Background: an optimization exercise with open tools, aiming at small area and a short achievable clock period. Do not read the settings as production practice.
Function was checked by simulation only, so behaviour that the tests miss may differ from the original.

==> flow/design.v (outline; a module is shown in full before it is edited, if it fits) <==
// module cplx_mac: 859 lines
// module fa: 4 lines
// module ha: 4 lines
// module cadd44: 494 lines
// module mag43: 12 lines
// module add43: 351 lines
// module gt43: 309 lines
// module dft_bin_acc: 105 lines
module dft_bin_acc
#(
    parameter int N      = 256,
    parameter int PH_LAT = 6,
    parameter int ACC_W  = dft_pkg::ACC_W_DEF
) (
    input  logic                     CK,
    input  logic                     RST,
    input  logic                     START,
    input  logic signed [dft_pkg::PH_W-1:0]   cos0,
    input  logic signed [dft_pkg::PH_W-1:0]   sin0,
    input  logic signed [dft_pkg::PH_W-1:0]   cos1,
    input  logic signed [dft_pkg::PH_W-1:0]   sin1,
    output logic [dft_pkg::ADDR_W-1:0]        smp_addr,
    input  logic signed [dft_pkg::SMP_W-1:0]  smp_data,
    output logic signed [ACC_W-1:0]  re0,
    output logic signed [ACC_W-1:0]  im0,
    output logic signed [ACC_W-1:0]  re1,
    output logic signed [ACC_W-1:0]  im1,
    output logic                     busy,
    output logic                     done
    ,
    output logic [ACC_W-1:0]         mag0,
    output logic [ACC_W-1:0]         mag1
);
  // ...
==> flow/run.sh <==
#!/bin/bash
# synth_recipe.tcl (not shown) runs the flow's synth.tcl, then flattens the netlist and writes it again
# the make line also repeats each setting of config.mk as NAME=value (left out here)
make -C /OpenROAD-flow-scripts/flow DESIGN_CONFIG=/design/flow/config.mk WORK_HOME=/design/flow/orfs CLKGATE_MAP_FILE= SYNTH_SCRIPT=/design/flow/synth_recipe.tcl finish
==> flow/config.mk <==
export PLATFORM = sky130hd
export DESIGN_NAME = dft_bin_acc
export DESIGN_NICKNAME = dft_bin_acc
export VERILOG_FILES = /design/flow/design.v
export SDC_FILE = /design/flow/constraint.sdc
export NUM_CORES = 4
export LEC_CHECK = 0
export CAP_MARGIN = 20
export CORE_MARGIN = 2
export CORE_UTILIZATION = 40
export SLEW_MARGIN = 20
export SYNTH_HIERARCHICAL = 1
==> flow/constraint.sdc <==
create_clock -name core_clock -period 9.5 [get_ports {CK}]
set_input_delay 1.9000 -clock core_clock [delete_from_list [all_inputs] [get_ports {CK}]]
set_output_delay 1.9000 -clock core_clock [all_outputs]
set_load 0.01 [all_outputs]
==> impl_metrics.xml, run 1 <==
<?xml version="1.0" encoding="UTF-8"?>
<metrics>
  <group name="status">
    <metric name="run_status" unit="">no timing/DRC/antenna violations</metric>
  </group>
  <group name="yosys">
    <metric name="number_of_enable_flip_flop_cells_after_synthesis" unit="">0</metric>
    <metric name="synthesis.yosys.warnings" unit="">8</metric>
    <metric name="synthCells" unit="">6720</metric>
    <metric name="synth_largest_area_cell" unit="">fa_1</metric>
    <metric name="netlist.area_leader.share" unit="%">20.3</metric>
    <metric name="post_synth.cell_area_avg" unit="um^2">10.8</metric>
  </group>
  <group name="detailed_routing">
    <metric name="wl_per_cell" unit="um">25.6</metric>
    <metric name="route.met2.wl" unit="um">113000</metric>
    <metric name="drt_first_iter_violations" unit="">3986</metric>
    <metric name="firstDrtPassIters" unit="">5</metric>
  </group>
  <group name="setup_path">
    <metric name="cp.required" unit="ps">10050</metric>
    <metric name="setup.worst_path.start_class" unit="">flop</metric>
    <metric name="cp_num_buf_inv" unit="">4</metric>
    <metric name="worst_r2r_endpoint" unit="">mag0_q[40]</metric>
    <metric name="crit_type" unit="">reg2reg</metric>
  </group>
  <group name="clock_tree">
    <metric name="clk_root_buffer_cell" unit="">clkbuf_16</metric>
    <metric name="post_cts.resized_instances" unit="">0</metric>
    <metric name="cts_tree" unit="">done</metric>
    <metric name="clkSlewWorstSetupHoldPaths" unit="ps">60</metric>
    <metric name="postCtsSetupRepairBufs" unit="">0</metric>
  </group>
  <group name="finish">
    <metric name="layout.non_clock_inverters" unit="">263</metric>
    <metric name="layout.area.seq" unit="um^2">12300</metric>
    <metric name="bufAreaShareNonClock" unit="%">6.01</metric>
    <metric name="clock_buffers" unit="">93</metric>
    <metric name="post-route-util" unit="%">43.1</metric>
    <metric name="final_nets" unit="">8047</metric>
    <metric name="clock_area_share" unit="%">3.15</metric>
    <metric name="sequential_fraction_of_total_cell_area" unit="%">15.7</metric>
    <metric name="nFlopsAndLatches" unit="">478</metric>
  </group>
  <group name="global_routing">
    <metric name="grt_overflow" unit="">0</metric>
    <metric name="number_of_antenna_violations_at_the_first_check_in_global_routing" unit="">12</metric>
    <metric name="pin_count_of_the_biggest_net_entering_global_routing" unit="">76</metric>
    <metric name="grt.total_usage" unit="%">25.1</metric>
  </group>
  <group name="timing">
    <metric name="hold_violations" unit="">0</metric>
    <metric name="minimum_clock_period" unit="ps">7900</metric>
  </group>
  <group name="floorplanning">
    <metric name="num_io_pins" unit="">392</metric>
    <metric name="die_area" unit="um^2">186000</metric>
    <metric name="die_width" unit="um">431</metric>
  </group>
  <group name="hold_path">
    <metric name="hold_class" unit="">reg2reg</metric>
  </group>
  <group name="placed_design">
    <metric name="detailed_place.area" unit="um^2">75500</metric>
    <metric name="detailed_place_hpwl" unit="um">176000</metric>
    <metric name="dp_slack" unit="ps">1770</metric>
  </group>
</metrics>
==> run 2: changes to the inputs <==
--- a/flow/config.mk
+++ b/flow/config.mk
@@ -9,4 +9,5 @@
 export CORE_MARGIN = 2
 export CORE_UTILIZATION = 40
+export SETUP_SLACK_MARGIN = 4.5
 export SLEW_MARGIN = 20
 export SYNTH_HIERARCHICAL = 1
==> impl_metrics.xml, run 2 <==
<?xml version="1.0" encoding="UTF-8"?>
<metrics>
  <group name="clock_tree">
    <metric name="ctsHoldBuffers" unit="">0</metric>
    <metric name="cts-root-to-sink-buffers" unit="">3</metric>
    <metric name="clock_latency" unit="ps">730</metric>
    <metric name="cts_made_buffers" unit="">68</metric>
    <metric name="cts_tree" unit="">done</metric>
    <metric name="cts.sink_count" unit="">478</metric>
    <metric name="clk_root_buffer_cell" unit="">clkbuf_16</metric>
    <metric name="clkSlewWorstSetupHoldPaths" unit="ps">60</metric>
    <metric name="htree_num_levels" unit="">3</metric>
  </group>
  <group name="detailed_routing">
    <metric name="postRouteWirelength" unit="um">257000</metric>
    <metric name="drt_first_iter_violations" unit="">4319</metric>
    <metric name="final_antenna_net_count" unit="">0</metric>
    <metric name="drt-vias-per-instance" unit="">5.81</metric>
    <metric name="drc" unit="">0</metric>
    <metric name="wl_per_cell" unit="um">26.5</metric>
    <metric name="firstDrtPassIters" unit="">6</metric>
    <metric name="routed_vias" unit="">56347</metric>
  </group>
  <group name="finish">
    <metric name="synthToLayoutAreaGrowth" unit="%">22.2</metric>
    <metric name="layout_commonest_cell" unit="">xnor2_1</metric>
    <metric name="most_frequent_cells_in_the_layout" unit="">836 x xnor2_1, 663 x fa_1, 478 x a22oi_2, 452 x buf_4, 342 x ha_1</metric>
    <metric name="final_nets" unit="">8587</metric>
    <metric name="post_route_cells_drive_above_1_share" unit="%">32.5</metric>
  </group>
  <group name="setup_path">
    <metric name="setup.worst_path.end_class" unit="">flop</metric>
    <metric name="setup.worst_path.start_class" unit="">flop</metric>
    <metric name="crit_fanout" unit="">8</metric>
    <metric name="cp.required" unit="ps">10070</metric>
    <metric name="worstPathCellList" unit="">ha_4, nand4_1, nor3_2, a221oi_4, nand3_4, a21o_4, a21oi_4, xnor2_4, buf_12, buf_6, clkbuf_16, mux2i_1, xnor2_2, ha_1, nand4_2, o22ai_2, o2111ai_4, a21oi_4, a31oi_4, buf_6, inv_4, fa_1, xor2_1, mux2_4</metric>
    <metric name="critical_path.max_stage_delay" unit="ps">560</metric>
    <metric name="worstPathArrival" unit="ps">6420</metric>
    <metric name="crit_type" unit="">reg2reg</metric>
    <metric name="cpMaxStageDelayCell" unit="">dfstp_2</metric>
    <metric name="r2r-start" unit="">u_im1.c_q[4]</metric>
    <metric name="cp_num_buf_inv" unit="">5</metric>
    <metric name="cp-startpoint" unit="">u_im1.c_q[4]</metric>
    <metric name="critPathTopFamily" unit="">compound AO/OA/AOI/OAI gates</metric>
  </group>
  <group name="timing">
    <metric name="tightestPinTransition" unit="ps">1120</metric>
    <metric name="hold_violations" unit="">0</metric>
    <metric name="setup_viol" unit="">0</metric>
    <metric name="maxSlewHeadroom" unit="%">25.2</metric>
    <metric name="rsz0062_at_grt" unit="">yes</metric>
    <metric name="final_min_period_over_clock_period" unit="%">61.6</metric>
    <metric name="timing.fmax" unit="MHz">171</metric>
    <metric name="finClkSkew" unit="ps">42.1</metric>
    <metric name="finalSetupTns" unit="ps">0</metric>
    <metric name="finalMaxSlewViolations" unit="">0</metric>
    <metric name="minimum_clock_period" unit="ps">5850</metric>
    <metric name="worst_slack" unit="ps">3650</metric>
  </group>
  <group name="yosys">
    <metric name="netlist.area_leader.share" unit="%">20.3</metric>
    <metric name="synth_compound_gate_area_share" unit="%">19.9</metric>
    <metric name="post_synth_arst_share" unit="%">100</metric>
    <metric name="seq_area_frac_synth" unit="%">16.7</metric>
    <metric name="ys_top_cells_by_area" unit="">fa_1 20%, xnor2_1 11%, dfrtp_1 10%</metric>
    <metric name="yosys.cell_types.count" unit="">94</metric>
    <metric name="synthCells" unit="">6720</metric>
    <metric name="synth-seq-cells" unit="">478</metric>
    <metric name="synth_xor_xnor_area_share" unit="%">13.7</metric>
    <metric name="synth_simple_gate_area_share" unit="%">7.49</metric>
    <metric name="number_of_enable_flip_flop_cells_after_synthesis" unit="">0</metric>
    <metric name="synth_largest_area_cell" unit="">fa_1</metric>
    <metric name="synth_top_family_by_area" unit="">adder cells</metric>
    <metric name="synth_mux_area_share" unit="%">4.56</metric>
    <metric name="ys.flop_type" unit="">dfrtp_1</metric>
    <metric name="synth_fa_ha_area_share" unit="%">29.0</metric>
    <metric name="post_synth.cell_area_avg" unit="um^2">10.8</metric>
    <metric name="synthesis.yosys.warnings" unit="">8</metric>
    <metric name="syn_area" unit="um^2">72900</metric>
    <metric name="synth.most_common_cell" unit="">xnor2_1</metric>
    <metric name="post_synth_most_frequent_cells" unit="">945 x xnor2_1, 740 x fa_1, 488 x ha_1, 428 x a22oi_2, 302 x dfrtp_1</metric>
  </group>
  <group name="global_routing">
    <metric name="number_of_antenna_violations_at_the_first_check_in_global_routing" unit="">11</metric>
    <metric name="grt_pass1_wl" unit="um">381000</metric>
    <metric name="grt.total_usage" unit="%">27.0</metric>
    <metric name="pin_count_of_the_biggest_net_entering_global_routing" unit="">138</metric>
    <metric name="grt_overflow" unit="">0</metric>
    <metric name="first_global_vias" unit="">59473</metric>
  </group>
  <group name="placed_design">
    <metric name="port-buffer-count" unit="">381</metric>
    <metric name="gp_congestion" unit="">0.911</metric>
    <metric name="dp_slack" unit="ps">2150</metric>
    <metric name="detailed_place_hpwl" unit="um">178000</metric>
  </group>
  <group name="floorplanning">
    <metric name="floorplan.initialDensity" unit="%">40.3</metric>
    <metric name="floorplan.core_area" unit="um^2">181000</metric>
    <metric name="num_rows" unit="">156</metric>
    <metric name="die_area" unit="um^2">186000</metric>
    <metric name="die_width" unit="um">431</metric>
    <metric name="num_io_pins" unit="">392</metric>
    <metric name="die_h" unit="um">431</metric>
  </group>
  <group name="hold_path">
    <metric name="min-delay-start" unit="">u_im0.s_q[36]</metric>
    <metric name="hold_class" unit="">reg2reg</metric>
  </group>
  <group name="status">
    <metric name="run_status" unit="">no timing/DRC/antenna violations</metric>
  </group>
  <group name="flow_run">
    <metric name="max_cap_viol_count" unit="">0</metric>
  </group>
</metrics>
==> run 2: cell counts after synthesis <==
No cell type changed its count.
==> run 2: cells by family after synthesis <==
family          count (synthesis)
compound gates               1677
fa+ha+maj                    1248
xor+xnor                     1135
simple gates                 1056
buf+inv                       832
flops                         478
mux                           291
other cells                     3
==> run 2: final cells by class <==
| type | instances | area, um^2 |
|---|---|---|
| diodes | 6 | 15.0 |
| clock buffers | 99 | 1970 |
| clock inverters | 27 | 274 |
| fillers | 15991 | 91900 |
| inverters | 263 | 1010 |
| multi-input cells | 5424 | 60000 |
| flip-flops and latches | 478 | 12300 |
| well taps | 2370 | 2970 |
| repair buffers | 1031 | 10600 |
==> run 2: per-module statistics from Yosys (local to each module, per instance) <==
module | flops+latches | cells inside
cplx_mac | 88 | 667
dft_bin_acc | 126 | 278
cadd44 | 0 | 402
add43 | 0 | 241
gt43 | 0 | 122
mag43 | 0 | 49
fa | 0 | 1
ha | 0 | 1
==> run 2: what timing repair did <==
| item | 4_1_cts | 5_1_grt |
|---|---|---|
| buffers inserted | 384 | 123 |
| gates cloned | 18 | 7 |
| setup endpoints to repair | 235 | 128 |
| gates resized for setup | 873 | 360 |
| pin swaps | 242 | 199 |
==> run 2: worst paths after layout <==
kind                                       to  slack, ps  cells past startpoint
worst max-delay path               mag1_q[33]       3650                     24
worst min-delay path            u_im0.c_q[37]        630                      2
worst max register to register     mag1_q[33]       3650                     24
worst min register to register  u_im0.c_q[37]        630                      2
max in group asynchronous            two_q[7]       5740                      4
min in group asynchronous       u_re1.s_q[31]       2270                      2
==> run 2: stage by stage <==
stage                     cells  utilization [%]  hold WS (ps)  cell area [um^2]
after floorplan            6731                -           610             73800
after global placement     9032             42.0           603             76100
final                      9698             49.2           632             89000
after CTS                  9560             47.6           641             86100
after detailed placement   9032             42.0           629             76100
after global routing       9695             49.2           664             89000
==> run 2: routing by layer <==
layer | routed length [um] | track usage, % | up-vias
li1 | - | - | 24562
met1 | 102000 | 33.0 | 29108
met2 | 123000 | 44.9 | 2108
met3 | 15400 | 4.82 | 569
met4 | 16500 | 15.0 | 0
met5 | 0 | 0 | -
==> run 2: worst reg2reg max path, stage by stage (launching register included) <==
cell and delay (ps):
dfstp_2 560, ha_4 250, nand4_1 190, nor3_2 90
a221oi_4 340, nand3_4 140, a21o_4 270, a21oi_4 190
xnor2_4 100, buf_12 170, buf_6 120, clkbuf_16 150
mux2i_1 150, xnor2_2 470, ha_1 350, nand4_2 150
o22ai_2 130, o2111ai_4 320, a21oi_4 150, a31oi_4 400
buf_6 160, inv_4 30, fa_1 420, xor2_1 170
mux2_4 270
==> run 3: changes to the inputs <==
--- a/flow/config.mk
+++ b/flow/config.mk
@@ -9,5 +9,5 @@
 export CORE_MARGIN = 2
 export CORE_UTILIZATION = 40
-export SETUP_SLACK_MARGIN = 4.5
+export SETUP_SLACK_MARGIN = 3.5
 export SLEW_MARGIN = 20
 export SYNTH_HIERARCHICAL = 1
==> impl_metrics.xml, run 3 <==
<?xml version="1.0" encoding="UTF-8"?>
<metrics>
  <group name="setup_path">
    <metric name="cp.required" unit="ps">10050</metric>
    <metric name="worstPathArrival" unit="ps">6480</metric>
    <metric name="setup.worst_path.end_class" unit="">flop</metric>
    <metric name="setup.worst_path.start_class" unit="">flop</metric>
    <metric name="crit_fanout" unit="">7</metric>
    <metric name="crit_type" unit="">reg2reg</metric>
  </group>
  <group name="yosys">
    <metric name="ys_top_cells_by_area" unit="">fa_1 20%, xnor2_1 11%, dfrtp_1 10%</metric>
    <metric name="seq_area_frac_synth" unit="%">16.7</metric>
    <metric name="syn_area" unit="um^2">72900</metric>
    <metric name="synth-seq-cells" unit="">478</metric>
    <metric name="yosys.cell_types.count" unit="">94</metric>
    <metric name="ys.flop_type" unit="">dfrtp_1</metric>
    <metric name="synth_simple_gate_area_share" unit="%">7.49</metric>
    <metric name="post_synth_arst_share" unit="%">100</metric>
    <metric name="synthCells" unit="">6720</metric>
    <metric name="synth_mux_area_share" unit="%">4.56</metric>
    <metric name="synth_fa_ha_area_share" unit="%">29.0</metric>
    <metric name="synthesis.yosys.warnings" unit="">8</metric>
    <metric name="synth_largest_area_cell" unit="">fa_1</metric>
    <metric name="number_of_enable_flip_flop_cells_after_synthesis" unit="">0</metric>
    <metric name="post_synth_most_frequent_cells" unit="">945 x xnor2_1, 740 x fa_1, 488 x ha_1, 428 x a22oi_2, 302 x dfrtp_1</metric>
    <metric name="synth_compound_gate_area_share" unit="%">19.9</metric>
    <metric name="synth.most_common_cell" unit="">xnor2_1</metric>
    <metric name="netlist.area_leader.share" unit="%">20.3</metric>
    <metric name="synth_xor_xnor_area_share" unit="%">13.7</metric>
    <metric name="post_synth.cell_area_avg" unit="um^2">10.8</metric>
    <metric name="synth_top_family_by_area" unit="">adder cells</metric>
  </group>
  <group name="timing">
    <metric name="hold_violations" unit="">0</metric>
    <metric name="rsz0062_at_grt" unit="">yes</metric>
    <metric name="finClkSkew" unit="ps">44.9</metric>
    <metric name="finalMaxSlewViolations" unit="">0</metric>
    <metric name="setup_viol" unit="">0</metric>
    <metric name="timing.fmax" unit="MHz">169</metric>
    <metric name="finalSetupTns" unit="ps">0</metric>
    <metric name="maxSlewHeadroom" unit="%">24.4</metric>
    <metric name="tightestPinTransition" unit="ps">1130</metric>
    <metric name="minimum_clock_period" unit="ps">5930</metric>
    <metric name="final_min_period_over_clock_period" unit="%">62.4</metric>
  </group>
  <group name="floorplanning">
    <metric name="floorplan.initialDensity" unit="%">40.3</metric>
    <metric name="die_area" unit="um^2">186000</metric>
    <metric name="num_io_pins" unit="">392</metric>
    <metric name="die_width" unit="um">431</metric>
    <metric name="die_h" unit="um">431</metric>
    <metric name="num_rows" unit="">156</metric>
    <metric name="floorplan.core_area" unit="um^2">181000</metric>
  </group>
  <group name="global_routing">
    <metric name="number_of_antenna_violations_at_the_first_check_in_global_routing" unit="">13</metric>
    <metric name="grt_overflow" unit="">0</metric>
    <metric name="pin_count_of_the_biggest_net_entering_global_routing" unit="">76</metric>
    <metric name="grt.total_usage" unit="%">25.5</metric>
    <metric name="grt_pass1_wl" unit="um">363000</metric>
    <metric name="first_global_vias" unit="">56781</metric>
  </group>
  <group name="clock_tree">
    <metric name="cts_tree" unit="">done</metric>
    <metric name="clock_latency" unit="ps">710</metric>
    <metric name="clkSlewWorstSetupHoldPaths" unit="ps">60</metric>
    <metric name="clk_root_buffer_cell" unit="">clkbuf_16</metric>
    <metric name="cts-root-to-sink-buffers" unit="">3</metric>
    <metric name="cts_made_buffers" unit="">67</metric>
    <metric name="cts.sink_count" unit="">478</metric>
    <metric name="htree_num_levels" unit="">3</metric>
  </group>
  <group name="placed_design">
    <metric name="dp.cells" unit="">9026</metric>
    <metric name="detailed_place_hpwl" unit="um">176000</metric>
    <metric name="port-buffer-count" unit="">381</metric>
    <metric name="gp_congestion" unit="">0.933</metric>
    <metric name="detailed_place.area" unit="um^2">75500</metric>
  </group>
  <group name="flow_run">
    <metric name="max_cap_viol_count" unit="">0</metric>
  </group>
  <group name="detailed_routing">
    <metric name="postRouteWirelength" unit="um">241000</metric>
    <metric name="drt_first_iter_violations" unit="">4158</metric>
    <metric name="drc" unit="">0</metric>
    <metric name="wl_per_cell" unit="um">25.9</metric>
    <metric name="firstDrtPassIters" unit="">8</metric>
    <metric name="final_antenna_net_count" unit="">0</metric>
    <metric name="drt-vias-per-instance" unit="">5.85</metric>
    <metric name="routed_vias" unit="">54467</metric>
    <metric name="drt-met1-wl" unit="um">99700</metric>
    <metric name="routed-wl-met3" unit="um">14700</metric>
    <metric name="route.met2.wl" unit="um">116000</metric>
    <metric name="topRoutingLayerUsed" unit="">met4</metric>
  </group>
  <group name="finish">
    <metric name="final_nets" unit="">8195</metric>
    <metric name="synthToLayoutAreaGrowth" unit="%">12.1</metric>
    <metric name="layout.cell_area.non_filler" unit="um^2">81700</metric>
    <metric name="layout_commonest_cell" unit="">xnor2_1</metric>
    <metric name="post_route_cells_drive_above_1_share" unit="%">22.4</metric>
    <metric name="post-route-util" unit="%">45.1</metric>
    <metric name="fin_cells" unit="">9306</metric>
    <metric name="most_frequent_cells_in_the_layout" unit="">898 x xnor2_1, 736 x fa_1, 428 x a22oi_2, 405 x ha_1, 377 x clkdlybuf4s50_1</metric>
  </group>
  <group name="hold_path">
    <metric name="hold_class" unit="">reg2reg</metric>
  </group>
  <group name="status">
    <metric name="run_status" unit="">no timing/DRC/antenna violations</metric>
  </group>
</metrics>
-- run 3: worst paths after layout --
path / slack (ps) / startpoint / end / cells past startpoint
setup / recovery: 3570 / u_re0.s_q[16] / mag0_q[37] / 24
min in group asynchronous: 1710 / RST / u_im1.s_q[37] / 3
setup reg to reg: 3570 / u_re0.s_q[16] / mag0_q[37] / 24
max in group asynchronous: 6130 / RST / init_q / 4
hold reg to reg: 630 / cnt[7] / cnt[7] / 2
hold / removal: 630 / cnt[7] / cnt[7] / 2
-- run 3: through the flow --
step / setup WS, ps / hold WS [ps]
after floorplan: 3900 / 610
after global placement: 1940 / 599
after detailed placement: 1770 / 621
after CTS: 3490 / 633
after global routing: 3410 / 667
final: 3570 / 635
-- run 3: per-module statistics from Yosys (local to each module, per instance) --
module       cells inside  flops+latches  area (um^2)
add43                 241              0         1880
cadd44                402              0         3070
cplx_mac              667             88         7440
dft_bin_acc           278            126         4150
fa                      1              0         20.0
gt43                  122              0          768
ha                      1              0         12.5
mag43                  49              0          729
-- run 3: worst max-delay path, cell delays in order (launching register included) --
cell and delay, ps:
dfrtp_1 420, ha_1 430, nand4_1 290, nor3_2 300
nand3_1 180, inv_1 120, a21o_4 160, a21oi_4 70
xnor2_4 300, buf_12 190, mux2i_1 220, xor2_1 280
ha_2 220, inv_1 50, fa_2 350, or2b_1 280
a211oi_4 310, o2111ai_2 180, a21oi_4 260, a31oi_4 180
buf_4 200, o31ai_4 240, a21oi_1 120, xnor2_1 130
mux2_4 260
-- run 3: final cells by class --
| class | instances | area, um^2 |
|---|---|---|
| tap | 2370 | 2970 |
| clock buffer | 93 | 1950 |
| antenna | 7 | 17.5 |
| inverter | 263 | 998 |
| sequential | 478 | 12300 |
| multi-input combinational | 5422 | 56800 |
| timing repair buffer | 642 | 6150 |
| clock inverter | 31 | 509 |
| fill | 16705 | 99300 |
-- run 3: metal layers --
metal,global-route usage (%),vias up
met4,10.6,0
met3,3.69,486
li1,-,23734
met5,0,-
met2,42.5,2120
met1,33.2,28127
-- run 3: repair_timing --
action	CTS	global route
setup endpoints to repair	86	86
gates resized for setup	168	261
cloned	8	2
hold buffers	0	0
hold endpoints to repair	0	0
setup buffers	68	71
pin swaps	48	106
-- run 3: kinds of logic after synthesis --
group | Yosys count
adder cells (fa/ha/maj) | 1248
AO/OA/AOI/OAI | 1677
flip-flops | 478
AND/OR/NAND/NOR | 1056
multiplexers | 291
XOR/XNOR | 1135
other | 3
buffers and inverters | 832
==> module dft_bin_acc, before the edit <==
module dft_bin_acc
#(
    parameter int N      = 256,
    parameter int PH_LAT = 6,
    parameter int ACC_W  = dft_pkg::ACC_W_DEF
) (
    input  logic                     CK,
    input  logic                     RST,
    input  logic                     START,
    input  logic signed [dft_pkg::PH_W-1:0]   cos0,
    input  logic signed [dft_pkg::PH_W-1:0]   sin0,
    input  logic signed [dft_pkg::PH_W-1:0]   cos1,
    input  logic signed [dft_pkg::PH_W-1:0]   sin1,
    output logic [dft_pkg::ADDR_W-1:0]        smp_addr,
    input  logic signed [dft_pkg::SMP_W-1:0]  smp_data,
    output logic signed [ACC_W-1:0]  re0,
    output logic signed [ACC_W-1:0]  im0,
    output logic signed [ACC_W-1:0]  re1,
    output logic signed [ACC_W-1:0]  im1,
    output logic                     busy,
    output logic                     done
    ,
    output logic [ACC_W-1:0]         mag0,
    output logic [ACC_W-1:0]         mag1
);
    localparam int W = 44;      
    localparam int MW = 43;     
    logic [8:0] cnt;
    logic       done_q;
    logic       init_q;      
    logic       en_q;        
    logic       ld;          
    logic [8:0] one_q, two_q, neg_q;
    logic [8:0] one_d, two_d, neg_d;
    logic [8:0] negs;
    logic [W-1:0] a_re0, a_im0, a_re1, a_im1;
    logic [MW-1:0] m_re0, m_im0, m_re1, m_im1;
    logic [MW-1:0] mag0_d, mag1_d;
    logic [MW-1:0] mag0_q, mag1_q;
    always_ff @(posedge CK or posedge RST) begin
        if (RST) begin
            cnt    <= '0;
            busy   <= 1'b0;
            done_q <= 1'b0;
            init_q <= 1'b0;
        end else begin
            if (START)     cnt <= 9'd509;
            else if (busy) cnt <= cnt + 9'd1;
            busy   <= START | (busy & (cnt != 9'd259));
            done_q <= ~START & busy & (cnt == 9'd258);
            init_q <= START;
        end
    end
    assign smp_addr = cnt;
    assign done     = done_q & ~START;
    assign ld = busy & ~START & (cnt >= 9'd1) & (cnt <= 9'd256);
    always_comb begin
        logic [18:0] xe;
        xe = {smp_data, 1'b0};
        for (int j = 0; j < 9; j++) begin
            one_d[j] = xe[2*j+1] ^ xe[2*j];
            two_d[j] = (xe[2*j+2] & ~xe[2*j+1] & ~xe[2*j]) | (~xe[2*j+2] & xe[2*j+1] & xe[2*j]);
            neg_d[j] = xe[2*j+2];
        end
    end
    always_ff @(posedge CK or posedge RST) begin
        if (RST) begin
            one_q <= '0;
            two_q <= '0;
            neg_q <= '0;
            en_q  <= 1'b0;
        end else begin
            one_q <= ld ? one_d : 9'd0;
            two_q <= ld ? two_d : 9'd0;
            neg_q <= ld ? neg_d : 9'd0;
            en_q  <= ld;
        end
    end
    assign negs = ~neg_q & {9{en_q}};
    cplx_mac u_re0 (.clk(CK), .rst(RST), .init(init_q), .en(en_q), .one(one_q), .two(two_q),
                    .neg(neg_q), .c(cos0), .acc(a_re0), .mabs(m_re0));
    cplx_mac u_im0 (.clk(CK), .rst(RST), .init(init_q), .en(en_q), .one(one_q), .two(two_q),
                    .neg(negs),  .c(sin0), .acc(a_im0), .mabs(m_im0));
    cplx_mac u_re1 (.clk(CK), .rst(RST), .init(init_q), .en(en_q), .one(one_q), .two(two_q),
                    .neg(neg_q), .c(cos1), .acc(a_re1), .mabs(m_re1));
    cplx_mac u_im1 (.clk(CK), .rst(RST), .init(init_q), .en(en_q), .one(one_q), .two(two_q),
                    .neg(negs),  .c(sin1), .acc(a_im1), .mabs(m_im1));
    assign re0 = {{(ACC_W-W){a_re0[W-1]}}, a_re0};
    assign im0 = {{(ACC_W-W){a_im0[W-1]}}, a_im0};
    assign re1 = {{(ACC_W-W){a_re1[W-1]}}, a_re1};
    assign im1 = {{(ACC_W-W){a_im1[W-1]}}, a_im1};
    mag43 u_mag0 (.a(m_re0), .b(m_im0), .m(mag0_d));
    mag43 u_mag1 (.a(m_re1), .b(m_im1), .m(mag1_d));
    always_ff @(posedge CK or posedge RST) begin
        if (RST) begin
            mag0_q <= '0;
            mag1_q <= '0;
        end else begin
            mag0_q <= mag0_d;
            mag1_q <= mag1_d;
        end
    end
    assign mag0 = {{(ACC_W-MW){1'b0}}, mag0_q};
    assign mag1 = {{(ACC_W-MW){1'b0}}, mag1_q};
endmodule
==> run 4: changes to the inputs <==
--- a/flow/design.v
+++ b/flow/design.v
@@ -1366,15 +1366,14 @@
     assign m[42] = p42 ^ (v[43] ? ~c0_42 : c1_42);
 endmodule
-module mag43 (
+module magsel43 (
     input  logic [42:0] a,
     input  logic [42:0] b,
-    output logic [42:0] m
+    output logic [42:0] hi,
+    output logic [41:0] lo
 );
-    logic [42:0] s1, s2;
     logic gt;
-    add43 u_s1 (.a(a), .b({1'b0, b[42:1]}), .y(s1));
-    add43 u_s2 (.a(b), .b({1'b0, a[42:1]}), .y(s2));
     gt43 u_gt (.a(a), .b(b), .gt(gt));
-    assign m = gt ? s1 : s2;
+    assign hi = gt ? a : b;
+    assign lo = gt ? b[42:1] : a[42:1];
 endmodule
 module add43 (
@@ -2075,6 +2074,5 @@
     logic [W-1:0] a_re0, a_im0, a_re1, a_im1;
     logic [MW-1:0] m_re0, m_im0, m_re1, m_im1;
-    logic [MW-1:0] mag0_d, mag1_d;
-    logic [MW-1:0] mag0_q, mag1_q;
+    logic [MW-1:0] mag0_s, mag1_s;
     always_ff @(posedge CK or posedge RST) begin
         if (RST) begin
@@ -2129,16 +2127,24 @@
     assign re1 = {{(ACC_W-W){a_re1[W-1]}}, a_re1};
     assign im1 = {{(ACC_W-W){a_im1[W-1]}}, a_im1};
-    mag43 u_mag0 (.a(m_re0), .b(m_im0), .m(mag0_d));
-    mag43 u_mag1 (.a(m_re1), .b(m_im1), .m(mag1_d));
+    logic [MW-1:0] hi0_d, hi1_d, hi0_q, hi1_q;
+    logic [MW-2:0] lo0_d, lo1_d, lo0_q, lo1_q;
+    magsel43 u_sel0 (.a(m_re0), .b(m_im0), .hi(hi0_d), .lo(lo0_d));
+    magsel43 u_sel1 (.a(m_re1), .b(m_im1), .hi(hi1_d), .lo(lo1_d));
     always_ff @(posedge CK or posedge RST) begin
         if (RST) begin
-            mag0_q <= '0;
-            mag1_q <= '0;
+            hi0_q <= '0;
+            lo0_q <= '0;
+            hi1_q <= '0;
+            lo1_q <= '0;
         end else begin
-            mag0_q <= mag0_d;
-            mag1_q <= mag1_d;
+            hi0_q <= hi0_d;
+            lo0_q <= lo0_d;
+            hi1_q <= hi1_d;
+            lo1_q <= lo1_d;
         end
     end
-    assign mag0 = {{(ACC_W-MW){1'b0}}, mag0_q};
-    assign mag1 = {{(ACC_W-MW){1'b0}}, mag1_q};
+    add43 u_mag0 (.a(hi0_q), .b({1'b0, lo0_q}), .y(mag0_s));
+    add43 u_mag1 (.a(hi1_q), .b({1'b0, lo1_q}), .y(mag1_s));
+    assign mag0 = {{(ACC_W-MW){1'b0}}, mag0_s};
+    assign mag1 = {{(ACC_W-MW){1'b0}}, mag1_s};
 endmodule
--- a/flow/config.mk
+++ b/flow/config.mk
@@ -9,5 +9,5 @@
 export CORE_MARGIN = 2
 export CORE_UTILIZATION = 40
-export SETUP_SLACK_MARGIN = 3.5
+export SETUP_SLACK_MARGIN = 4.2
 export SLEW_MARGIN = 20
 export SYNTH_HIERARCHICAL = 1
==> impl_metrics.xml, run 4 <==
<?xml version="1.0" encoding="UTF-8"?>
<metrics>
  <group name="clock_tree">
    <metric name="clk_root_buffer_cell" unit="">clkbuf_16</metric>
    <metric name="cts_made_buffers" unit="">76</metric>
    <metric name="clock_latency" unit="ps">710</metric>
    <metric name="cts-root-to-sink-buffers" unit="">3</metric>
    <metric name="clkSlewWorstSetupHoldPaths" unit="ps">60</metric>
    <metric name="htree_num_levels" unit="">3</metric>
    <metric name="cts_tree" unit="">done</metric>
    <metric name="cts.sink_count" unit="">562</metric>
  </group>
  <group name="timing">
    <metric name="maxSlewHeadroom" unit="%">22.9</metric>
    <metric name="worst_hold_slack" unit="ps">623</metric>
    <metric name="finalMaxSlewViolations" unit="">0</metric>
    <metric name="finClkSkew" unit="ps">27.0</metric>
    <metric name="rsz0062_at_grt" unit="">yes</metric>
    <metric name="final_min_period_over_clock_period" unit="%">60.0</metric>
    <metric name="hold_violations" unit="">0</metric>
    <metric name="setup_viol" unit="">0</metric>
    <metric name="tightestPinTransition" unit="ps">1150</metric>
    <metric name="timing.fmax" unit="MHz">175</metric>
    <metric name="minimum_clock_period" unit="ps">5700</metric>
    <metric name="finalSetupTns" unit="ps">0</metric>
    <metric name="worst_slack" unit="ps">3800</metric>
  </group>
  <group name="floorplanning">
    <metric name="floorplan.initialDensity" unit="%">40.3</metric>
    <metric name="die_width" unit="um">428</metric>
    <metric name="floorplan.core_area" unit="um^2">178000</metric>
    <metric name="num_io_pins" unit="">392</metric>
    <metric name="die_area" unit="um^2">183000</metric>
    <metric name="die_h" unit="um">428</metric>
    <metric name="num_rows" unit="">155</metric>
  </group>
  <group name="yosys">
    <metric name="number_of_enable_flip_flop_cells_after_synthesis" unit="">0</metric>
    <metric name="synthCells" unit="">6412</metric>
    <metric name="post_synth_arst_share" unit="%">100</metric>
    <metric name="seq_area_frac_synth" unit="%">19.9</metric>
    <metric name="yosys.cell_types.count" unit="">92</metric>
    <metric name="ys.flop_type" unit="">dfrtp_1</metric>
    <metric name="synthesis.yosys.warnings" unit="">8</metric>
    <metric name="netlist.area_leader.share" unit="%">20.3</metric>
    <metric name="post_synth_most_frequent_cells" unit="">901 x xnor2_1, 728 x fa_1, 428 x a22oi_2, 406 x ha_1, 386 x dfrtp_1</metric>
    <metric name="ys_top_cells_by_area" unit="">fa_1 20%, dfrtp_1 13%, xnor2_1 11%</metric>
    <metric name="syn_area" unit="um^2">71800</metric>
    <metric name="synth_largest_area_cell" unit="">fa_1</metric>
    <metric name="synth.most_common_cell" unit="">xnor2_1</metric>
    <metric name="synth-seq-cells" unit="">562</metric>
    <metric name="post_synth.cell_area_avg" unit="um^2">11.2</metric>
  </group>
  <group name="setup_path">
    <metric name="worstPathArrival" unit="ps">3800</metric>
    <metric name="crit_type" unit="">reg2out</metric>
    <metric name="r2r_cells" unit="">24</metric>
    <metric name="worst_r2r_endpoint" unit="">lo1_q[41]</metric>
    <metric name="setup.worst_path.end_class" unit="">output pin</metric>
    <metric name="r2r_slack" unit="ps">3860</metric>
    <metric name="setup.worst_path.start_class" unit="">flop</metric>
    <metric name="cp.required" unit="ps">7600</metric>
    <metric name="crit_fanout" unit="">5</metric>
    <metric name="r2r-start" unit="">u_re1.s_q[12]</metric>
  </group>
  <group name="finish">
    <metric name="layout_commonest_cell" unit="">xnor2_1</metric>
    <metric name="multiInputGateArea" unit="um^2">56800</metric>
    <metric name="most_frequent_cells_in_the_layout" unit="">817 x xnor2_1, 722 x fa_1, 431 x a22oi_2, 330 x dfrtp_1, 311 x buf_4</metric>
    <metric name="synthToLayoutAreaGrowth" unit="%">20.4</metric>
    <metric name="final_nets" unit="">8011</metric>
    <metric name="layout.area.seq" unit="um^2">14400</metric>
    <metric name="post_route_cells_drive_above_1_share" unit="%">31.1</metric>
    <metric name="nFillCells" unit="">15771</metric>
  </group>
  <group name="hold_path">
    <metric name="timing.hold.worst_endpoint" unit="">cnt[3]</metric>
    <metric name="hold_depth" unit="">2</metric>
    <metric name="hold_class" unit="">reg2reg</metric>
    <metric name="min-delay-start" unit="">cnt[3]</metric>
  </group>
  <group name="flow_run">
    <metric name="max_cap_viol_count" unit="">0</metric>
  </group>
  <group name="detailed_routing">
    <metric name="postRouteWirelength" unit="um">259000</metric>
    <metric name="final_antenna_net_count" unit="">0</metric>
    <metric name="firstDrtPassIters" unit="">6</metric>
    <metric name="drc" unit="">0</metric>
    <metric name="drt-vias-per-instance" unit="">5.92</metric>
    <metric name="routed_vias" unit="">54493</metric>
    <metric name="wl_per_cell" unit="um">28.2</metric>
    <metric name="drt_first_iter_violations" unit="">4548</metric>
  </group>
  <group name="global_routing">
    <metric name="number_of_antenna_violations_at_the_first_check_in_global_routing" unit="">13</metric>
    <metric name="grt.total_usage" unit="%">27.6</metric>
    <metric name="pin_count_of_the_biggest_net_entering_global_routing" unit="">140</metric>
    <metric name="grt_overflow" unit="">0</metric>
    <metric name="grt_pass1_wl" unit="um">377000</metric>
    <metric name="first_global_vias" unit="">57173</metric>
  </group>
  <group name="placed_design">
    <metric name="detailed_place_hpwl" unit="um">176000</metric>
    <metric name="port-buffer-count" unit="">381</metric>
    <metric name="gp_congestion" unit="">0.893</metric>
    <metric name="dp_slack" unit="ps">1740</metric>
  </group>
  <group name="status">
    <metric name="run_status" unit="">no timing/DRC/antenna violations</metric>
  </group>
</metrics>
[run 4: cell count changes after synthesis, moves of 16 or more]
cell     before  now
mux2_1        0  100
dfrtp_1     302  386
ha_1        488  406
mux2_4       80    0
mux2_2        6   70
inv_1       259  203
nor2_1      217  171
xnor2_1     945  901
a21oi_1     257  219
nand2_1     242  216
xor2_1      186  164
a21o_1      135  119
[run 4: worst max path at each step]
stage | startpoint | to | cells past startpoint
2_1_floorplan | sin0[17] | u_im0.s_q[18] | 10
3_3_place_gp | u_re1.s_q[4] | hi1_q[25] | 19
3_5_place_dp | u_re0.s_q[17] | hi0_q[10] | 19
4_1_cts | lo1_q[0] | mag1[42] | 13
5_1_grt | hi1_q[0] | mag1[38] | 13
6_report | hi1_q[0] | mag1[38] | 13
[run 4: repair_timing]
item	in CTS	in global routing
hold buffers	0	0
cloned	26	10
endpoints found under the setup margin	336	273
gates resized for setup	906	524
buffers inserted	205	111
pin swaps	179	196
[run 4: final cells by class]
| class | count | share of cell area, % |
|---|---|---|
| inverter | 205 | 0.906 |
| sequential | 562 | 16.7 |
| multi-input combinational | 5088 | 65.6 |
| antenna | 5 | 0.0145 |
| timing repair buffer | 851 | 10.1 |
| tap | 2355 | 3.41 |
| clock inverter | 40 | 0.711 |
| clock buffer | 102 | 2.51 |
[run 4: critical path, cell delays in order (launching register included)]
cell	delay, ps
dfrtp_1	340
ha_2	170
inv_2	40
fa_2	340
nand2b_4	170
a211oi_4	310
o2111ai_4	210
a21oi_4	240
a31oi_4	230
buf_6	190
nor3_2	110
o221a_1	310
xor2_4	290
buf_6	150
[run 4: cell families after synthesis]
family | after synthesis | share of synthesized area (%)
AND/OR/NAND/NOR | 924 | 6.71
flip-flops | 562 | 19.9
AO/OA/AOI/OAI | 1547 | 18.7
XOR/XNOR | 1069 | 13.1
adder cells (fa/ha/maj) | 1154 | 27.6
other | 1 | 0.00522
multiplexers | 375 | 5.52
buffers and inverters | 780 | 8.40
[run 4: per-stage QoR]
step / instance area (um^2) / util [%] / instances
6_report: 86500 / 48.5 / 9208
5_1_grt: 86500 / 48.5 / 9207
4_1_cts: 83000 / 46.5 / 9081
3_5_place_dp: 74600 / 41.8 / 8708
3_3_place_gp: 74600 / 41.8 / 8708
2_1_floorplan: 71900 / - / 6423
[run 4: metal layers]
layer	share of wire, %	global-route usage [%]	vias to the layer above
met5	0.0027	0	-
met3	6.4	4.14	647
li1	-	-	23053
met2	48	45.7	2406
met4	7.2	17.6	2
met1	38	33.6	28385
[run 4: modules after synthesis, one instance, submodules excluded]
module,cells inside,cell area [um^2],flip-flops and latches
gt43,122,768,0
cadd44,402,3070,0
cplx_mac,667,7440,88
add43,241,1880,0
dft_bin_acc,362,6260,210
fa,1,20.0,0
magsel43,94,1040,0
ha,1,12.5,0
==> run 5: changes to the inputs <==
--- a/flow/config.mk
+++ b/flow/config.mk
@@ -9,5 +9,5 @@
 export CORE_MARGIN = 2
 export CORE_UTILIZATION = 40
-export SETUP_SLACK_MARGIN = 4.2
+export SETUP_SLACK_MARGIN = 3.5
 export SLEW_MARGIN = 20
 export SYNTH_HIERARCHICAL = 1
==> impl_metrics.xml, run 5 <==
<?xml version="1.0" encoding="UTF-8"?>
<metrics>
  <group name="yosys">
    <metric name="ys.flop_type" unit="">dfrtp_1</metric>
    <metric name="number_of_enable_flip_flop_cells_after_synthesis" unit="">0</metric>
    <metric name="seq_area_frac_synth" unit="%">19.9</metric>
    <metric name="yosys.cell_types.count" unit="">92</metric>
    <metric name="synthesis.yosys.warnings" unit="">8</metric>
    <metric name="post_synth.cell_area_avg" unit="um^2">11.2</metric>
    <metric name="synth_largest_area_cell" unit="">fa_1</metric>
    <metric name="synth.most_common_cell" unit="">xnor2_1</metric>
    <metric name="synth-seq-cells" unit="">562</metric>
    <metric name="post_synth_most_frequent_cells" unit="">901 x xnor2_1, 728 x fa_1, 428 x a22oi_2, 406 x ha_1, 386 x dfrtp_1</metric>
    <metric name="netlist.area_leader.share" unit="%">20.3</metric>
    <metric name="syn_area" unit="um^2">71800</metric>
    <metric name="ys_top_cells_by_area" unit="">fa_1 20%, dfrtp_1 13%, xnor2_1 11%</metric>
    <metric name="synthCells" unit="">6412</metric>
    <metric name="post_synth_arst_share" unit="%">100</metric>
  </group>
  <group name="setup_path">
    <metric name="worstPathArrival" unit="ps">4030</metric>
    <metric name="cp-startpoint" unit="">lo1_q[0]</metric>
    <metric name="cp_num_buf_inv" unit="">4</metric>
    <metric name="crit_type" unit="">reg2out</metric>
    <metric name="cell_repeated_most_along_the_worst_path" unit="">buf_4</metric>
    <metric name="cpMaxStageDelayCell" unit="">clkdlybuf4s50_1</metric>
    <metric name="critPathTopFamily" unit="">buffers and inverters</metric>
    <metric name="setup.worst_path.start_class" unit="">flop</metric>
    <metric name="crit_fanout" unit="">3</metric>
    <metric name="worstPathCellList" unit="">ha_1, inv_1, fa_2, nand2b_2, a211oi_4, o2111ai_2, a21oi_4, buf_4, buf_4, o41ai_2, xnor2_1, clkdlybuf4s50_1</metric>
    <metric name="critical_path.max_stage_delay" unit="ps">650</metric>
    <metric name="r2r-start" unit="">u_re0.c_q[13]</metric>
    <metric name="setup.worst_path.end_class" unit="">output pin</metric>
    <metric name="cp.required" unit="ps">7600</metric>
  </group>
  <group name="clock_tree">
    <metric name="cts_made_buffers" unit="">78</metric>
    <metric name="htree_num_levels" unit="">3</metric>
    <metric name="clkSlewWorstSetupHoldPaths" unit="ps">60</metric>
    <metric name="clock_latency" unit="ps">710</metric>
    <metric name="cts-root-to-sink-buffers" unit="">3</metric>
    <metric name="cts.sink_count" unit="">562</metric>
    <metric name="cts_tree" unit="">done</metric>
    <metric name="clk_root_buffer_cell" unit="">clkbuf_16</metric>
  </group>
  <group name="finish">
    <metric name="post_route_cells_drive_above_1_share" unit="%">19.5</metric>
    <metric name="synthToLayoutAreaGrowth" unit="%">10.1</metric>
    <metric name="final_nets" unit="">7739</metric>
    <metric name="fin_cells" unit="">8935</metric>
    <metric name="most_frequent_cells_in_the_layout" unit="">871 x xnor2_1, 727 x fa_1, 428 x a22oi_2, 404 x ha_1, 357 x dfrtp_1</metric>
    <metric name="nFillCells" unit="">16721</metric>
    <metric name="layout_commonest_cell" unit="">xnor2_1</metric>
  </group>
  <group name="detailed_routing">
    <metric name="drt-vias-per-instance" unit="">5.78</metric>
    <metric name="wl_per_cell" unit="um">26.6</metric>
    <metric name="final_antenna_net_count" unit="">0</metric>
    <metric name="routed_vias" unit="">51614</metric>
    <metric name="postRouteWirelength" unit="um">238000</metric>
    <metric name="drt_first_iter_violations" unit="">3613</metric>
    <metric name="firstDrtPassIters" unit="">7</metric>
    <metric name="drc" unit="">0</metric>
  </group>
  <group name="floorplanning">
    <metric name="num_io_pins" unit="">392</metric>
    <metric name="floorplan.core_area" unit="um^2">178000</metric>
    <metric name="floorplan.initialDensity" unit="%">40.3</metric>
    <metric name="die_width" unit="um">428</metric>
    <metric name="die_area" unit="um^2">183000</metric>
    <metric name="num_rows" unit="">155</metric>
    <metric name="die_h" unit="um">428</metric>
  </group>
  <group name="placed_design">
    <metric name="gp_congestion" unit="">0.910</metric>
    <metric name="dp.cells" unit="">8714</metric>
    <metric name="detailed_place_hpwl" unit="um">173000</metric>
    <metric name="port-buffer-count" unit="">381</metric>
  </group>
  <group name="global_routing">
    <metric name="number_of_antenna_violations_at_the_first_check_in_global_routing" unit="">6</metric>
    <metric name="grt_pass1_wl" unit="um">357000</metric>
    <metric name="pin_count_of_the_biggest_net_entering_global_routing" unit="">157</metric>
    <metric name="grt.total_usage" unit="%">25.8</metric>
    <metric name="grt_overflow" unit="">0</metric>
    <metric name="first_global_vias" unit="">55221</metric>
  </group>
  <group name="timing">
    <metric name="minimum_clock_period" unit="ps">5930</metric>
    <metric name="setup_viol" unit="">0</metric>
    <metric name="hold_violations" unit="">0</metric>
    <metric name="final_min_period_over_clock_period" unit="%">62.4</metric>
    <metric name="finalSetupTns" unit="ps">0</metric>
    <metric name="finClkSkew" unit="ps">27.3</metric>
    <metric name="finalMaxSlewViolations" unit="">0</metric>
    <metric name="timing.fmax" unit="MHz">169</metric>
    <metric name="rsz0062_at_grt" unit="">yes</metric>
    <metric name="tightestPinTransition" unit="ps">1140</metric>
    <metric name="maxSlewHeadroom" unit="%">23.6</metric>
  </group>
  <group name="hold_path">
    <metric name="hold_class" unit="">reg2reg</metric>
    <metric name="min-delay-start" unit="">cnt[7]</metric>
  </group>
  <group name="status">
    <metric name="run_status" unit="">no timing/DRC/antenna violations</metric>
  </group>
  <group name="flow_run">
    <metric name="max_cap_viol_count" unit="">0</metric>
  </group>
</metrics>
-- run 5: final cells by class --
| class | count | area (um^2) | area share [%] |
|---|---|---|---|
| Multi-Input combinational cell | 5082 | 52600 | 66.6 |
| Tap cell | 2355 | 2950 | 3.73 |
| Inverter | 205 | 781 | 0.987 |
| Clock inverter | 29 | 404 | 0.511 |
| Sequential cell | 562 | 14400 | 18.2 |
| Timing Repair Buffer | 583 | 5640 | 7.13 |
| Antenna cell | 3 | 7.51 | 0.00949 |
| Clock buffer | 116 | 2300 | 2.91 |
-- run 5: path summary, 6_finish.rpt --
| check | endpoint | slack [ps] | cells after the start |
|---|---|---|---|
| max in group asynchronous | init_q | 6090 | 5 |
| worst min-delay path | cnt[7] | 630 | 2 |
| worst max-delay path | mag1[20] | 3570 | 12 |
| worst min register to register | cnt[7] | 630 | 2 |
| min in group asynchronous | u_im1.s_q[10] | 1770 | 3 |
| worst max register to register | lo0_q[34] | 3630 | 20 |
-- run 5: cells by family after synthesis --
kind of cell             after synthesis  synth area share, %
AO/OA/AOI/OAI                       1547                 18.7
XOR/XNOR                            1069                 13.1
adder cells (fa/ha/maj)             1154                 27.6
buffers and inverters                780                 8.40
flip-flops                           562                 19.9
multiplexers                         375                 5.52
other                                  1              0.00522
AND/OR/NAND/NOR                      924                 6.71
-- run 5: what timing repair did --
item	4_1_cts	5_1_grt
setup endpoints to repair	207	215
setup buffers	29	33
hold buffers	0	0
cloned	5	4
resized for setup	109	121
pin swaps	32	41
-- run 5: tightest hold or removal path, delay by kind of cell, from the launching register on --
family           cells  cell delay, ps
AO/OA/AOI/OAI        1             100
flip-flops           1             420
AND/OR/NAND/NOR      1              70
-- run 5: per-module statistics from Yosys (local to each module, per instance) --
module / cells / flip-flops and latches / times used
fa: 1 / 0 / 716
cplx_mac: 667 / 88 / 4
gt43: 122 / 0 / 2
magsel43: 94 / 0 / 2
dft_bin_acc: 362 / 210 / 1
cadd44: 402 / 0 / 4
add43: 241 / 0 / 2
ha: 1 / 0 / 144
-- run 5: metrics by stage --
stage	area (um^2)	hold slack [ps]	util, %	worst slack (ps)
6_report	79100	632	44.3	3570
5_1_grt	79100	674	44.3	3420
4_1_cts	78100	634	43.8	3360
3_5_place_dp	74600	616	41.8	2210
3_3_place_gp	74600	598	41.8	2380
2_1_floorplan	71900	610	-	4180
-- run 5: metal layers --
| metal | global-route usage, % | vias up | part of all wire (%) |
|---|---|---|---|
| met1 | 32.1 | 26666 | 40 |
| met5 | 0 | - | 0.011 |
| met4 | 13.3 | 4 | 6.2 |
| met2 | 43.3 | 1932 | 48 |
| met3 | 4.26 | 506 | 5.7 |
| li1 | - | 22506 | - |
==> run 6: changes to the inputs <==
==> flow/flow/run.sh (new file) <==
#!/bin/bash
# The standard layout (the standard.sh, unchanged synthesis), except that the
# buffers placed on the ports are plain buffers (buf_2, which timing repair may
# upsize) instead of the delay-type buffer buffer_ports picks by default.
set -euo pipefail
bash standard.sh synth > synth.log 2>&1
bash standard.sh "BUFFER_PORTS_ARGS=-buffer_cell sky130_fd_sc_hd__buf_2" finish > layout.log 2>&1
==> flow/standard.sh (new file) <==
#!/bin/bash
# synth_recipe.tcl (not shown) runs the flow's synth.tcl, then flattens the netlist and writes it again
# the make line also repeats each setting of config.mk as NAME=value (left out here)
make -C /OpenROAD-flow-scripts/flow DESIGN_CONFIG=/design/flow/config.mk WORK_HOME=/design/flow/orfs CLKGATE_MAP_FILE= SYNTH_SCRIPT=/design/flow/synth_recipe.tcl "${@:-finish}"
removed: flow/run.sh
==> impl_metrics.xml, run 6 <==
<?xml version="1.0" encoding="UTF-8"?>
<metrics>
  <group name="detailed_routing">
    <metric name="drc" unit="">0</metric>
    <metric name="route.met2.wl" unit="um">113000</metric>
    <metric name="drt_first_iter_violations" unit="">3781</metric>
    <metric name="wl_per_cell" unit="um">26.4</metric>
    <metric name="topRoutingLayerUsed" unit="">met5</metric>
    <metric name="postRouteWirelength" unit="um">233000</metric>
    <metric name="final_antenna_net_count" unit="">0</metric>
    <metric name="routed-wl-met3" unit="um">12600</metric>
    <metric name="firstDrtPassIters" unit="">6</metric>
    <metric name="routed_vias" unit="">51177</metric>
    <metric name="drt-vias-per-instance" unit="">5.79</metric>
    <metric name="drt-met1-wl" unit="um">93800</metric>
  </group>
  <group name="yosys">
    <metric name="synth-seq-cells" unit="">562</metric>
    <metric name="post_synth_most_frequent_cells" unit="">901 x xnor2_1, 728 x fa_1, 428 x a22oi_2, 406 x ha_1, 386 x dfrtp_1</metric>
    <metric name="netlist.area_leader.share" unit="%">20.3</metric>
    <metric name="yosys.cell_types.count" unit="">92</metric>
    <metric name="synth_fa_ha_area_share" unit="%">27.6</metric>
    <metric name="synth_largest_area_cell" unit="">fa_1</metric>
    <metric name="synth_xor_xnor_area_share" unit="%">13.1</metric>
    <metric name="synthesis.yosys.warnings" unit="">8</metric>
    <metric name="synth_top_family_by_area" unit="">adder cells</metric>
    <metric name="syn_area" unit="um^2">71800</metric>
    <metric name="post_synth.cell_area_avg" unit="um^2">11.2</metric>
    <metric name="ys_top_cells_by_area" unit="">fa_1 20%, dfrtp_1 13%, xnor2_1 11%</metric>
    <metric name="synth_compound_gate_area_share" unit="%">18.7</metric>
    <metric name="synth.most_common_cell" unit="">xnor2_1</metric>
    <metric name="number_of_enable_flip_flop_cells_after_synthesis" unit="">0</metric>
    <metric name="synth_mux_area_share" unit="%">5.52</metric>
    <metric name="synth_simple_gate_area_share" unit="%">6.71</metric>
    <metric name="ys.flop_type" unit="">dfrtp_1</metric>
    <metric name="seq_area_frac_synth" unit="%">19.9</metric>
    <metric name="synthCells" unit="">6412</metric>
    <metric name="post_synth_arst_share" unit="%">100</metric>
  </group>
  <group name="hold_path">
    <metric name="hold_class" unit="">reg2reg</metric>
    <metric name="min-delay-start" unit="">u_re1.s_q[36]</metric>
    <metric name="timing.hold.worst_endpoint" unit="">u_re1.c_q[37]</metric>
    <metric name="hold_depth" unit="">2</metric>
  </group>
  <group name="clock_tree">
    <metric name="htree_num_levels" unit="">3</metric>
    <metric name="clkSlewWorstSetupHoldPaths" unit="ps">80</metric>
    <metric name="clk_root_buffer_cell" unit="">clkbuf_16</metric>
    <metric name="cts_tree" unit="">done</metric>
    <metric name="clock_latency" unit="ps">690</metric>
    <metric name="cts-root-to-sink-buffers" unit="">3</metric>
    <metric name="cts.sink_count" unit="">562</metric>
    <metric name="cts_made_buffers" unit="">76</metric>
  </group>
  <group name="timing">
    <metric name="hold_violations" unit="">0</metric>
    <metric name="finalSetupTns" unit="ps">0</metric>
    <metric name="minimum_clock_period" unit="ps">5810</metric>
    <metric name="tightestPinTransition" unit="ps">1080</metric>
    <metric name="timing.fmax" unit="MHz">172</metric>
    <metric name="worst_slack" unit="ps">3690</metric>
    <metric name="rsz0062_at_grt" unit="">no</metric>
    <metric name="setup_viol" unit="">0</metric>
    <metric name="finalMaxSlewViolations" unit="">0</metric>
    <metric name="final_min_period_over_clock_period" unit="%">61.2</metric>
    <metric name="finClkSkew" unit="ps">38.4</metric>
    <metric name="maxSlewHeadroom" unit="%">28.2</metric>
  </group>
  <group name="finish">
    <metric name="synthToLayoutAreaGrowth" unit="%">5.76</metric>
    <metric name="final_nets" unit="">7640</metric>
    <metric name="post-route-util" unit="%">42.6</metric>
    <metric name="most_frequent_cells_in_the_layout" unit="">891 x xnor2_1, 728 x fa_1, 428 x a22oi_2, 405 x ha_1, 381 x buf_2</metric>
    <metric name="post_route_cells_drive_above_1_share" unit="%">23.3</metric>
    <metric name="layout_commonest_cell" unit="">xnor2_1</metric>
    <metric name="nFillCells" unit="">16935</metric>
    <metric name="layout.cell_area.non_filler" unit="um^2">76000</metric>
  </group>
  <group name="floorplanning">
    <metric name="die_area" unit="um^2">183000</metric>
    <metric name="die_width" unit="um">428</metric>
    <metric name="num_io_pins" unit="">392</metric>
    <metric name="num_rows" unit="">155</metric>
    <metric name="die_h" unit="um">428</metric>
    <metric name="floorplan.core_area" unit="um^2">178000</metric>
    <metric name="floorplan.initialDensity" unit="%">40.3</metric>
  </group>
  <group name="setup_path">
    <metric name="r2r-start" unit="">u_im0.s_q[13]</metric>
    <metric name="crit_fanout" unit="">24</metric>
    <metric name="crit_type" unit="">reg2reg</metric>
    <metric name="worstPathArrival" unit="ps">6350</metric>
    <metric name="setup.worst_path.end_class" unit="">flop</metric>
    <metric name="worst_r2r_endpoint" unit="">hi0_q[36]</metric>
    <metric name="r2r_slack" unit="ps">3690</metric>
    <metric name="cp.required" unit="ps">10040</metric>
    <metric name="r2r_cells" unit="">20</metric>
    <metric name="setup.worst_path.start_class" unit="">flop</metric>
  </group>
  <group name="placed_design">
    <metric name="detailed_place.area" unit="um^2">72300</metric>
    <metric name="port-buffer-count" unit="">381</metric>
    <metric name="dp_slack" unit="ps">2530</metric>
    <metric name="gp_congestion" unit="">0.907</metric>
    <metric name="detailed_place_hpwl" unit="um">173000</metric>
  </group>
  <group name="global_routing">
    <metric name="grt_overflow" unit="">0</metric>
    <metric name="grt.total_usage" unit="%">25.2</metric>
    <metric name="first_global_vias" unit="">53956</metric>
    <metric name="pin_count_of_the_biggest_net_entering_global_routing" unit="">151</metric>
    <metric name="number_of_antenna_violations_at_the_first_check_in_global_routing" unit="">8</metric>
    <metric name="grt_pass1_wl" unit="um">350000</metric>
  </group>
  <group name="status">
    <metric name="run_status" unit="">no timing/DRC/antenna violations</metric>
  </group>
  <group name="flow_run">
    <metric name="max_cap_viol_count" unit="">0</metric>
  </group>
</metrics>
[run 6: cell counts after synthesis]
No cell type changed its count.
[run 6: kinds of logic after synthesis]
group,count (synthesis)
other,1
AO/OA/AOI/OAI,1547
adder cells (fa/ha/maj),1154
multiplexers,375
AND/OR/NAND/NOR,924
buffers and inverters,780
flip-flops,562
XOR/XNOR,1069
[run 6: routing by layer]
layer / vias up / track usage (%)
li1: 22326 / -
met1: 26607 / 31.3
met2: 1773 / 42.3
met3: 469 / 3.67
met4: 2 / 13.7
met5: - / 0
[run 6: per-stage QoR]
step	hold slack, ps	std cells
floorplan	610	6423
global placement	603	8657
detailed placement	623	8657
CTS	635	8804
global route	669	8833
finish	628	8835
[run 6: final cells by class]
cell class | instances | area [um^2] | area share, %
repair buffers | 487 | 3100 | 4.08
well taps | 2355 | 2950 | 3.88
diodes | 6 | 15.0 | 0.0198
flip-flops and latches | 562 | 14400 | 18.9
clock buffers | 110 | 2220 | 2.93
multi-input cells | 5081 | 52200 | 68.7
inverters | 205 | 781 | 1.03
clock inverters | 29 | 354 | 0.466
[run 6: what timing repair did]
item | in CTS | in global routing
resized for setup | 49 | 76
pin swaps | 6 | 21
hold buffers | 0 | 0
cloned | 1 | 9
buffers inserted | 7 | 15
setup endpoints to repair | 171 | 179
[run 6: Yosys stat by module, one instance, submodules excluded]
| module | cell area (um^2) | copies in the design | flops+latches | cells |
|---|---|---|---|---|
| dft_bin_acc | 6260 | 1 | 210 | 362 |
| cplx_mac | 7440 | 4 | 88 | 667 |
| add43 | 1880 | 2 | 0 | 241 |
| fa | 20.0 | 716 | 0 | 1 |
| magsel43 | 1040 | 2 | 0 | 94 |
| cadd44 | 3070 | 4 | 0 | 402 |
| ha | 12.5 | 144 | 0 | 1 |
| gt43 | 768 | 2 | 0 | 122 |
[run 6: worst max path at each step]
stage                  start            end  slack [ps]  cells past startpoint
6_report       u_im0.s_q[13]      hi0_q[36]        3690                     20
5_1_grt         u_re1.s_q[5]       lo1_q[5]        3450                     19
4_1_cts        u_im1.s_q[19]       lo1_q[4]        3500                     19
3_5_place_dp   u_re1.s_q[17]       hi1_q[2]        2530                     19
3_3_place_gp   u_re1.s_q[17]       hi1_q[5]        2630                     19
2_1_floorplan       sin0[17]  u_im0.s_q[18]        4180                     10
[run 6: critical path, stage by stage, from the launching register on]
cell	delay [ps]
dfrtp_1	470
ha_1	440
a21o_1	230
a21o_1	220
a221oi_2	330
nand3_4	200
a21o_2	320
a21oi_4	200
xnor2_4	200
buf_12	220
mux2i_2	290
xor2_2	350
inv_1	130
maj3_2	330
maj3_2	310
o21a_1	180
o311ai_2	340
o2111ai_4	190
buf_12	190
buf_12	160
mux2_1	340

==> afterwards: timing with drivers on the ports <==
Ports are ideal in the flow. The routed layouts listed here were re-timed in OpenROAD. Step 1: set_driving_cell puts a clkbuf_16 on CK and a buf_2 on each other input, an assumption about the parent block. Step 2 also shifts input and output timing later by t, the mid clock arrival at the registers, as if the neighbouring blocks saw the same clock. Three values: ideal, step 1, step 2; two values: the first two.
run | shift t [ns] | slack for setup (ns) | latest minus earliest clock arrival (ns) | cell pins on the clock port's net
run 1 | 0.764 | 1.601 / 1.601 / 1.601 | 0.044 / 0.045 | 1
run 2 | 0.790 | 3.651 / 3.651 / 3.651 | 0.046 / 0.046 | 1
run 3 | 0.766 | 3.567 / 3.567 / 2.805 | 0.045 / 0.045 | 1
run 4 | 0.790 | 3.802 / 3.711 / 3.426 | 0.027 / 0.028 | 1
run 5 | 0.782 | 3.571 / 3.481 / 2.840 | 0.028 / 0.027 | 1
run 6 | 0.756 | 3.687 / 3.628 / 3.593 | 0.040 / 0.040 | 1
After both steps every run listed still meets setup and hold. For run 3, which loses most, drivers alone change the setup slack by 0.000 ns; drivers and shift together by -0.762 ns.
